What follows belongs to an exercise in optimizing a design on an open flow for a short achievable clock period and few clock cycles per item; a production flow would make more cautious choices.
The RTL was checked by simulation tests, not by an equivalence proof against the original design.
No activity file was given, so power comes from the tool's default toggle rates.

==> design/flow/design.v <==
`timescale 1ns/1ns
`default_nettype none
module alu (
	input logic [2:0] op,
	input logic [31:0] a,
	input logic [31:0] b,
	output logic [31:0] y
);
	localparam logic [2:0] ALU_ADD = 3'd0;
	localparam logic [2:0] ALU_SUB = 3'd1;
	localparam logic [2:0] ALU_AND = 3'd2;
	localparam logic [2:0] ALU_OR = 3'd3;
	localparam logic [2:0] ALU_SLT = 3'd4;
	logic lt;
	always_comb begin
		lt = $signed(a) < $signed(b);
	end
	always_comb begin
		case (op)
			ALU_ADD: begin
				y = a + b;
			end
			ALU_SUB: begin
				y = a - b;
			end
			ALU_AND: begin
				y = a & b;
			end
			ALU_OR: begin
				y = a | b;
			end
			ALU_SLT: begin
				y = {{31{1'b0}}, lt};
			end
			default: begin
				y = '0;
			end
		endcase
	end
endmodule
`default_nettype wire
`timescale 1ns/1ns
`default_nettype none
module hazard_unit (
	input logic [4:0] rs_d,
	input logic [4:0] rt_d,
	input logic branch_d,
	input logic [4:0] rs_e,
	input logic [4:0] rt_e,
	input logic [4:0] writereg_e,
	input logic regwrite_e,
	input logic [4:0] writereg_m,
	input logic regwrite_m,
	input logic [4:0] writereg_w,
	input logic regwrite_w,
	output logic fwd_a_d,
	output logic fwd_b_d,
	output logic [1:0] fwd_a_e,
	output logic [1:0] fwd_b_e,
	output logic stall_d,
	output logic flush_e
);
	localparam logic [1:0] FWD_NONE = 2'b00;
	localparam logic [1:0] FWD_FROM_W = 2'b01;
	localparam logic [1:0] FWD_FROM_M = 2'b10;
	logic hit_rs_m, hit_rt_m, hit_rs_w, hit_rt_w, hit_ers_m, hit_ert_m, hit_ers_w, hit_ert_w;
	logic dep_rs_e;
	logic dep_rt_e;
	always_comb begin
		fwd_a_d = (rs_d != '0) && regwrite_m && (rs_d == writereg_m);
		fwd_b_d = (rt_d != '0) && regwrite_m && (rt_d == writereg_m);
	end
	always_comb begin
		hit_ers_m = (rs_e != '0) && regwrite_m && (rs_e == writereg_m);
		hit_ers_w = (rs_e != '0) && regwrite_w && (rs_e == writereg_w);
		hit_ert_m = (rt_e != '0) && regwrite_m && (rt_e == writereg_m);
		hit_ert_w = (rt_e != '0) && regwrite_w && (rt_e == writereg_w);
		fwd_a_e = hit_ers_m ? FWD_FROM_M : (hit_ers_w ? FWD_FROM_W : FWD_NONE);
		fwd_b_e = hit_ert_m ? FWD_FROM_M : (hit_ert_w ? FWD_FROM_W : FWD_NONE);
	end
	always_comb begin
		dep_rs_e = (rs_d != '0) && regwrite_e && (rs_d == writereg_e);
		dep_rt_e = (rt_d != '0) && regwrite_e && (rt_d == writereg_e);
		stall_d = branch_d && (dep_rs_e || dep_rt_e);
		flush_e = stall_d;
	end
endmodule
`default_nettype wire
`timescale 1ns/1ns
`default_nettype none
module reg_file (
	input logic clk,
	input logic arst_n,
	input logic [4:0] ra1,
	input logic [4:0] ra2,
	input logic we,
	input logic [4:0] wa,
	input logic [31:0] wd,
	output logic [31:0] rd1,
	output logic [31:0] rd2
);
	logic [31:0] regs [0:31];
	always_ff @(posedge clk or negedge arst_n) begin
		if (!arst_n) begin
			for (int i = 0; i < 32; i++) begin
				regs[i] <= '0;
			end
		end else if (we && (wa != '0)) begin
			regs[wa] <= wd;
		end
	end
	always_comb begin
		if (ra1 == '0) begin
			rd1 = '0;
		end else if (we && (wa == ra1)) begin
			rd1 = wd;
		end else begin
			rd1 = regs[ra1];
		end
		if (ra2 == '0) begin
			rd2 = '0;
		end else if (we && (wa == ra2)) begin
			rd2 = wd;
		end else begin
			rd2 = regs[ra2];
		end
	end
endmodule
`default_nettype wire
`timescale 1ns/1ns
`default_nettype none
module instr_decode (
	input logic [31:0] instr,
	output logic [4:0] rs,
	output logic [4:0] rt,
	output logic [4:0] rd_dest,
	output logic [31:0] imm,
	output logic [2:0] alu_op,
	output logic alu_src_imm,
	output logic reg_write,
	output logic branch
);
	localparam logic [5:0] OP_RTYPE = 6'h00;
	localparam logic [5:0] OP_BEQ = 6'h04;
	localparam logic [5:0] OP_ADDI = 6'h08;
	localparam logic [2:0] ALU_ADD = 3'd0;
	localparam logic [2:0] ALU_SUB = 3'd1;
	localparam logic [2:0] ALU_AND = 3'd2;
	localparam logic [2:0] ALU_OR = 3'd3;
	localparam logic [2:0] ALU_SLT = 3'd4;
	localparam logic [5:0] FN_ADD = 6'h20;
	localparam logic [5:0] FN_SUB = 6'h22;
	localparam logic [5:0] FN_AND = 6'h24;
	localparam logic [5:0] FN_OR = 6'h25;
	localparam logic [5:0] FN_SLT = 6'h2a;
	logic [5:0] opcode;
	logic [5:0] funct;
	always_comb begin
		opcode = instr[31:26];
		funct = instr[5:0];
		rs = instr[25:21];
		rt = instr[20:16];
		imm = {{16{instr[15]}}, instr[15:0]};
	end
	always_comb begin
		rd_dest = instr[15:11];
		alu_op = ALU_ADD;
		alu_src_imm = 1'b0;
		reg_write = 1'b0;
		branch = 1'b0;
		case (opcode)
			OP_RTYPE: begin
				reg_write = 1'b1;
				case (funct)
					FN_ADD: alu_op = ALU_ADD;
					FN_SUB: alu_op = ALU_SUB;
					FN_AND: alu_op = ALU_AND;
					FN_OR: alu_op = ALU_OR;
					FN_SLT: alu_op = ALU_SLT;
					default: reg_write = 1'b0;
				endcase
			end
			OP_ADDI: begin
				rd_dest = instr[20:16];
				alu_src_imm = 1'b1;
				reg_write = 1'b1;
			end
			OP_BEQ: begin
				alu_op = ALU_SUB;
				branch = 1'b1;
			end
			default: begin
				reg_write = 1'b0;
			end
		endcase
	end
endmodule
`default_nettype wire
`timescale 1ns/1ns
`default_nettype none
module pipe_reg #(
	parameter int W = 1
) (
	input logic clk,
	input logic arst_n,
	input logic hold,
	input logic flush,
	input logic d_valid,
	input logic [W-1:0] d,
	output logic q_valid,
	output logic [W-1:0] q
);
	always_ff @(posedge clk or negedge arst_n) begin
		if (!arst_n) begin
			q_valid <= 1'b0;
		end else if (flush) begin
			q_valid <= 1'b0;
		end else if (!hold) begin
			q_valid <= d_valid;
		end
	end
	always_ff @(posedge clk) begin
		if (!hold) begin
			q <= d;
		end
	end
endmodule
`default_nettype wire
`timescale 1ns/1ns
`default_nettype none
module mips_pipe_top (
	input logic clk,
	input logic arst_n,
	input logic instr_req,
	input logic [31:0] instr,
	output logic instr_ack,
	output logic br_valid,
	output logic br_taken,
	output logic wb_valid,
	output logic [4:0] wb_reg,
	output logic [31:0] wb_data
);
	localparam logic [1:0] FWD_FROM_W = 2'b01;
	localparam logic [1:0] FWD_FROM_M = 2'b10;
	localparam int ID_EX_W = 32 + 32 + 32 + 5 + 5 + 5 + 3 + 1 + 1;
	localparam int EX_MEM_W = 32 + 5 + 1;
	logic [31:0] instr_f;
	logic valid_f;
	logic take_f;
	logic [4:0] rs_d, rt_d, dst_d;
	logic [31:0] imm_d, rd1_d, rd2_d, cmp_a_d, cmp_b_d;
	logic [2:0] alu_op_d;
	logic alu_src_imm_d, reg_write_d, is_beq_d, branch_d;
	logic fwd_a_d, fwd_b_d, stall_d, flush_e;
	logic [ID_EX_W-1:0] id_ex_d, id_ex_q;
	logic [EX_MEM_W-1:0] ex_mem_d, ex_mem_q;
	logic [EX_MEM_W-1:0] mem_wb_d, mem_wb_q;
	logic ex_valid, mem_valid, wb_stage_valid;
	logic regwrite_e, regwrite_m, regwrite_w;
	logic [1:0] fwd_a_e, fwd_b_e;
	logic [31:0] src_a_e, src_b_e, alu_b_e, alu_y_e;
	logic [31:0] a_e, b_e, imm_e;
	logic [4:0] rs_e, rt_e, dst_e;
	logic [2:0] alu_op_e;
	logic alu_src_imm_e, reg_write_e;
	logic [31:0] result_m, result_w;
	logic [4:0] dst_m, dst_w;
	logic reg_write_m, reg_write_w;
	assign take_f = instr_req && !instr_ack && !stall_d;
	always_ff @(posedge clk or negedge arst_n) begin
		if (!arst_n) begin
			instr_ack <= 1'b0;
			valid_f <= 1'b0;
		end else begin
			if (take_f) begin
				instr_ack <= 1'b1;
			end else if (!instr_req) begin
				instr_ack <= 1'b0;
			end
			if (take_f) begin
				valid_f <= 1'b1;
			end else if (!stall_d) begin
				valid_f <= 1'b0;
			end
		end
	end
	always_ff @(posedge clk) begin
		if (take_f) begin
			instr_f <= instr;
		end
	end
	instr_decode u_dec (
		.instr(instr_f), .rs(rs_d), .rt(rt_d), .rd_dest(dst_d), .imm(imm_d),
		.alu_op(alu_op_d), .alu_src_imm(alu_src_imm_d), .reg_write(reg_write_d),
		.branch(is_beq_d)
	);
	reg_file u_rf (
		.clk(clk), .arst_n(arst_n), .ra1(rs_d), .ra2(rt_d),
		.we(regwrite_w), .wa(dst_w), .wd(result_w),
		.rd1(rd1_d), .rd2(rd2_d)
	);
	assign {a_e, b_e, imm_e, rs_e, rt_e, dst_e, alu_op_e, alu_src_imm_e, reg_write_e} = id_ex_q;
	assign {result_m, dst_m, reg_write_m} = ex_mem_q;
	assign {result_w, dst_w, reg_write_w} = mem_wb_q;
	assign branch_d = valid_f && is_beq_d;
	assign regwrite_e = ex_valid && reg_write_e;
	assign regwrite_m = mem_valid && reg_write_m;
	assign regwrite_w = wb_stage_valid && reg_write_w;
	hazard_unit u_haz (
		.rs_d(rs_d), .rt_d(rt_d), .branch_d(branch_d),
		.rs_e(rs_e), .rt_e(rt_e),
		.writereg_e(dst_e), .regwrite_e(regwrite_e),
		.writereg_m(dst_m), .regwrite_m(regwrite_m),
		.writereg_w(dst_w), .regwrite_w(regwrite_w),
		.fwd_a_d(fwd_a_d), .fwd_b_d(fwd_b_d), .fwd_a_e(fwd_a_e), .fwd_b_e(fwd_b_e),
		.stall_d(stall_d), .flush_e(flush_e)
	);
	assign cmp_a_d = fwd_a_d ? result_m : rd1_d;
	assign cmp_b_d = fwd_b_d ? result_m : rd2_d;
	assign br_valid = branch_d && !stall_d;
	assign br_taken = (cmp_a_d == cmp_b_d);
	assign id_ex_d = {rd1_d, rd2_d, imm_d, rs_d, rt_d, dst_d, alu_op_d, alu_src_imm_d,
		reg_write_d};
	pipe_reg #(.W(ID_EX_W)) u_id_ex (
		.clk(clk), .arst_n(arst_n), .hold(1'b0), .flush(flush_e),
		.d_valid(valid_f), .d(id_ex_d), .q_valid(ex_valid), .q(id_ex_q)
	);
	always_comb begin
		case (fwd_a_e)
			FWD_FROM_M: src_a_e = result_m;
			FWD_FROM_W: src_a_e = result_w;
			default: src_a_e = a_e;
		endcase
		case (fwd_b_e)
			FWD_FROM_M: src_b_e = result_m;
			FWD_FROM_W: src_b_e = result_w;
			default: src_b_e = b_e;
		endcase
		alu_b_e = alu_src_imm_e ? imm_e : src_b_e;
	end
	alu u_alu (.op(alu_op_e), .a(src_a_e), .b(alu_b_e), .y(alu_y_e));
	assign ex_mem_d = {alu_y_e, dst_e, reg_write_e};
	pipe_reg #(.W(EX_MEM_W)) u_ex_mem (
		.clk(clk), .arst_n(arst_n), .hold(1'b0), .flush(1'b0),
		.d_valid(ex_valid), .d(ex_mem_d), .q_valid(mem_valid), .q(ex_mem_q)
	);
	assign mem_wb_d = {result_m, dst_m, reg_write_m};
	pipe_reg #(.W(EX_MEM_W)) u_mem_wb (
		.clk(clk), .arst_n(arst_n), .hold(1'b0), .flush(1'b0),
		.d_valid(mem_valid), .d(mem_wb_d), .q_valid(wb_stage_valid), .q(mem_wb_q)
	);
	assign wb_valid = regwrite_w && (dst_w != '0);
	assign wb_reg = dst_w;
	assign wb_data = result_w;
endmodule
`default_nettype wire
==> design/flow/run.sh <==
#!/bin/bash
# synth_recipe.tcl (not shown) runs the flow's synth.tcl, then flattens the netlist and writes it again
# the make line also repeats each setting of config.mk as NAME=value (left out here)
make -C /OpenROAD-flow-scripts/flow DESIGN_CONFIG=/design/flow/config.mk WORK_HOME=/design/flow/orfs CLKGATE_MAP_FILE= SYNTH_SCRIPT=/design/flow/synth_recipe.tcl finish
==> design/flow/config.mk <==
export PLATFORM = sky130hd
export DESIGN_NAME = mips_pipe_top
export DESIGN_NICKNAME = mips_pipe_top
export VERILOG_FILES = /design/flow/design.v
export SDC_FILE = /design/flow/constraint.sdc
export NUM_CORES = 4
export LEC_CHECK = 0
export CAP_MARGIN = 20
export CORE_MARGIN = 2
export CORE_UTILIZATION = 40
export SETUP_SLACK_MARGIN = 0.3
export SLEW_MARGIN = 20
==> design/flow/constraint.sdc <==
create_clock -name core_clock -period 8.0 [get_ports {clk}]
set_input_delay 1.6000 -clock core_clock [delete_from_list [all_inputs] [get_ports {clk}]]
set_output_delay 1.6000 -clock core_clock [all_outputs]
set_load 0.01 [all_outputs]
==> summary.txt <==
Clock tree
  – Htree depth: 4
  – Clk slew on worst S/H paths: 0.07 ns
  – CTS root buf: clkbuf_16
  – Hold Buf Count CTS: 0
  – Clk sinks: 1205
  – Total CTS buffers: 142
  – Clk Latency, worst-skew pair: 0.86 ns
  – Clock buffer depth: 3
  – CTS tree: built

Final layout
  – Most common cell after layout, fill and taps aside: dfrtp_1
  – Final core occ: 46.91%
  – Share of cells above drive strength 1: 29.96%
  – Fin cells: 8556
  – Fin area: 0.07627 mm²
  – Area growth, synth to finish: 16.62%
  – Fill count: 15010
  – Commonest non-fill, non-tap cells in the layout: 997 x dfrtp_1, 991 x mux2_2, 453 x a22oi_1
  – Net count reported at finish: 6396

Timing
  – Final Hold Viols: 0
  – Least-Margin Pin Slew: 1.339 ns
  – Crit path time final: 7.793 ns
  – Clock skew: 0.05015 ns
  – Rel. slew slack: 10.35%
  – Slew Limit Fails: 0
  – Final setup margin: 0.2073 ns
  – Upper clock frequency limit: 0.1283 GHz
  – Fin crit share: 97.41%
  – Final setup fails: 0
  – RSZ-0062 raised after global routing: no

Synthesis
  – Post-Syn Instances: 6187
  – Mapped Nets: 6324
  – Distinct cells, synth: 85
  – Yosys reg bits: 1205
  – Sequential area share after synthesis: 45.01%
  – Post-synthesis instance area: 0.06540 mm²
  – EDFF count, synth: 32
  – Fraction of registers with async set/reset: 82.74%
  – Syn avg cell area: 10.57 µm²
  – Synth Flop Type: dfrtp_1
  – Synth warnings: 8

Die
  – Die X: 408.3 µm
  – Io pins: 76
  – FP Rows: 148
  – Die Y: 408.3 µm
  – Core box area: 0.1626 mm²
  – Die ar.: 0.1667 mm²
  – Initial core utilization: 40.22%

Worst hold path
  – HP Start: instr_f[8]$_DFFE_PP_
  – Worst Hold Depth: 0
  – Hold EP: u_id_ex.q[28]$_DFF_P_
  – Hold Path Class: flip-flop to flip-flop

Drt
  – Drt pass-1 iters: 7
  – DRT iter0 DRCs: 10270
  – Vias per Instance: 7.196
  – DRC Markers: 0
  – DR WL/cell: 42.15 µm
  – Final ANT Viol Nets: 0
  – DR vias: 61570
  – Final WL: 360700 µm

Critical path
  – WP data required: 6.40 ns
  – Critical R2R Capture: u_ex_mem.q[35]$_DFF_P_
  – Worst R2R Path Depth: 19
  – R2r setup slk: 1.32 ns
  – Crit path max fanout: 21
  – Reg-to-Reg Start: u_mem_wb.q[4]$_DFF_P_
  – Crit end category: primary output
  – CP Class: flip-flop to primary output
  – CP startpoint kind: flip-flop
  – Worst endpoint data arrival time: 6.19 ns

Placed design
  – DP Cell Count: 8198
  – Routability-driven placement congestion ratio: 1.049
  – IO buf count: 75
  – Place WS: 0.4351 ns
  – Post-place instance area: 0.07023 mm²
  – Dpl hpwl: 232800 µm

Power and ir drop
  – Total power: 13870 µW
  – Maximum vdd drop: 0.2107 mV
  – Power per cell area: 181.9 mW/mm²
  – Leakage: 0.03520 µW

Global route
  – Vias in the first global route: 57930
  – Total GRT Usage: 41.92%
  – Largest net degree at the start of global routing: 173
  – Grt ovf: 0
  – Initial antenna violation count: 30
  – Global-route wire length before repair: 488700 µm

Flow run
  – Maxcap violations: 0

Run status
  – Status: finished clean
-- routing by layer --
layer  up-vias  track usage, %  part of all wire, %
met3      1561           16.51                   14
met5         -               0                0.044
li1      23620               -                    -
met2      5172           58.97                   40
met1     31190           52.59                   37
met4        18           28.66                  8.6
-- what timing repair did --
action	CTS	global route
resized for setup	52	52
endpoints found under the setup margin	1	1
pin swaps	17	24
hold endpoints to repair	0	0
buffers inserted	61	28
cloned	2	1
-- power by group --
part	internal, µW	switching, µW	leakage (µW)
sequential	6150	59.6	0.0157
clock	3880	2850	0.00230
combinational	231	694	0.0172
-- worst max path at each step --
stage                                      from                   end  slack [ns]  cells past startpoint
after floorplan           instr_f[19]$_DFFE_PP_  instr_f[0]$_DFFE_PP_        2.59                     12
after global placement    instr_f[23]$_DFFE_PP_              br_taken       -0.17                     13
after detailed placement  instr_f[23]$_DFFE_PP_              br_taken        0.44                     15
after CTS                 instr_f[25]$_DFFE_PP_              br_taken        0.30                     16
after global routing      instr_f[25]$_DFFE_PP_              br_taken        0.31                     16
final                     instr_f[21]$_DFFE_PP_              br_taken        0.21                     15
-- worst max-delay path, stage by stage, from the launching register on --
cell             delay, ns
edfxtp_1              0.47
buf_6                 0.31
nor2b_4               0.72
buf_4                 0.39
and3_1                0.23
a2111oi_1             0.06
nand4_1               0.47
nor4_2                0.13
or2_2                 0.36
o221a_2               0.29
o21ai_0               0.19
nand4_1               0.22
nor4_2                0.41
buf_4                 0.19
and4_2                0.33
clkdlybuf4s50_1       0.57
-- per-stage QoR --
step / hold slack [ns] / setup TNS [ns]
after detailed placement: 0.3362 / 0
after CTS: 0.3564 / 0
final: 0.3430 / 0
after global routing: 0.3605 / 0
after floorplan: 0.3231 / 0
after global placement: 0.3359 / -0.1703
-- cells in the mapped netlist (21+ instances only) --
master	instances	area [µm²]
mux2i_1	75	750.7
a211oi_1	56	420.4
mux2_2	991	11160
a211o_1	22	192.7
or2_2	30	187.7
a221o_1	29	290.3
ha_1	100	1251
xor2_1	26	227.7
nand3_1	282	1411
a22o_1	58	508.0
or4_1	25	187.7
nor4_1	39	244.0
o2bb2ai_1	24	210.2
and4_1	42	367.9
a2111o_1	23	259.0
a21oi_1	103	515.5
nand2_1	167	626.9
xnor2_1	34	297.8
buf_2	98	490.5
nor3_1	48	240.2
nand2b_1	21	131.4
dfrtp_1	997	24950
a221oi_1	69	604.3
a31oi_1	27	168.9
o211ai_1	39	292.8
nor2b_1	24	150.1
clkbuf_1	452	1697
a2111oi_0	99	867.1
nand4_1	161	1007
o22ai_1	35	219.0
and3_1	409	2559
a22oi_1	454	3408
edfxtp_1	32	960.9
buf_1	38	142.6
a21o_1	32	240.2
o21ai_0	176	880.8
inv_1	165	619.3
o221ai_1	23	201.4
dfxtp_1	176	3523
nor2_1	256	960.9
-- state kept, by name, indices dropped and copies added, names as in the netlist --
signal,count
u_ex_mem.q,38
u_mem_wb.q,38
u_id_ex.q,100
instr_f,32
instr_ack,1
u_mem_wb.q_valid,1
valid_f,1
u_id_ex.q_valid,1
u_rf.regs,992
u_ex_mem.q_valid,1
-- cell type report --
cell class,count,area [µm²],area share [%]
antenna,10,25.02,0.03281
clock buffer,207,4153,5.445
clock inverter,49,579.3,0.7596
inverter,165,619.3,0.8121
multi-input combinational,4222,34010,44.59
sequential,1205,29440,38.60
tap,2175,2721,3.568
timing repair buffer,523,4723,6.193
-- cells by family after synthesis --
family                     share of synthesized area [%]
muxes                                              18.21
and+or+nand+nor                                    13.70
xor gates and xnor gates                          0.8036
adders and majority gates                          1.974
DFF                                                45.01
AOI/OAI and AO/OA                                  15.67
buffers and inverters                              4.642
Testbench counts, summed over its fixed seeds: cycles 9,624, items 4,800.

==> what the ideal ports hide <==
Ports are ideal in the flow. The routed layout listed here was re-timed in OpenROAD. Step 1 (the two cells are an assumption about what drives the block):
set clk [get_ports {clk}]
set_driving_cell -lib_cell sky130_fd_sc_hd__clkbuf_16 $clk
set_driving_cell -lib_cell sky130_fd_sc_hd__buf_2 [delete_from_list [all_inputs] $clk]
Step 2 adds t to the input delays and takes it off the output delays; t is the mean of the earliest and latest rising clock arrival at the registers after step 1. Input paths then give back, and output paths get back, about the clock's delay inside the block. Slacks: ideal / step 1 / step 2; pairs: ideal / step 1.
t, ns: 0.916
setup WS [ns]: 0.207 / 0.126 / 1.042
worst setup path after step 2: register to output
slew at the worst register clock pin (ns): 0.07 / 0.07
After both steps setup and hold are still met in this run. The setup slack of this run moves by -0.081 ns with the drivers and by +0.835 ns with both steps.
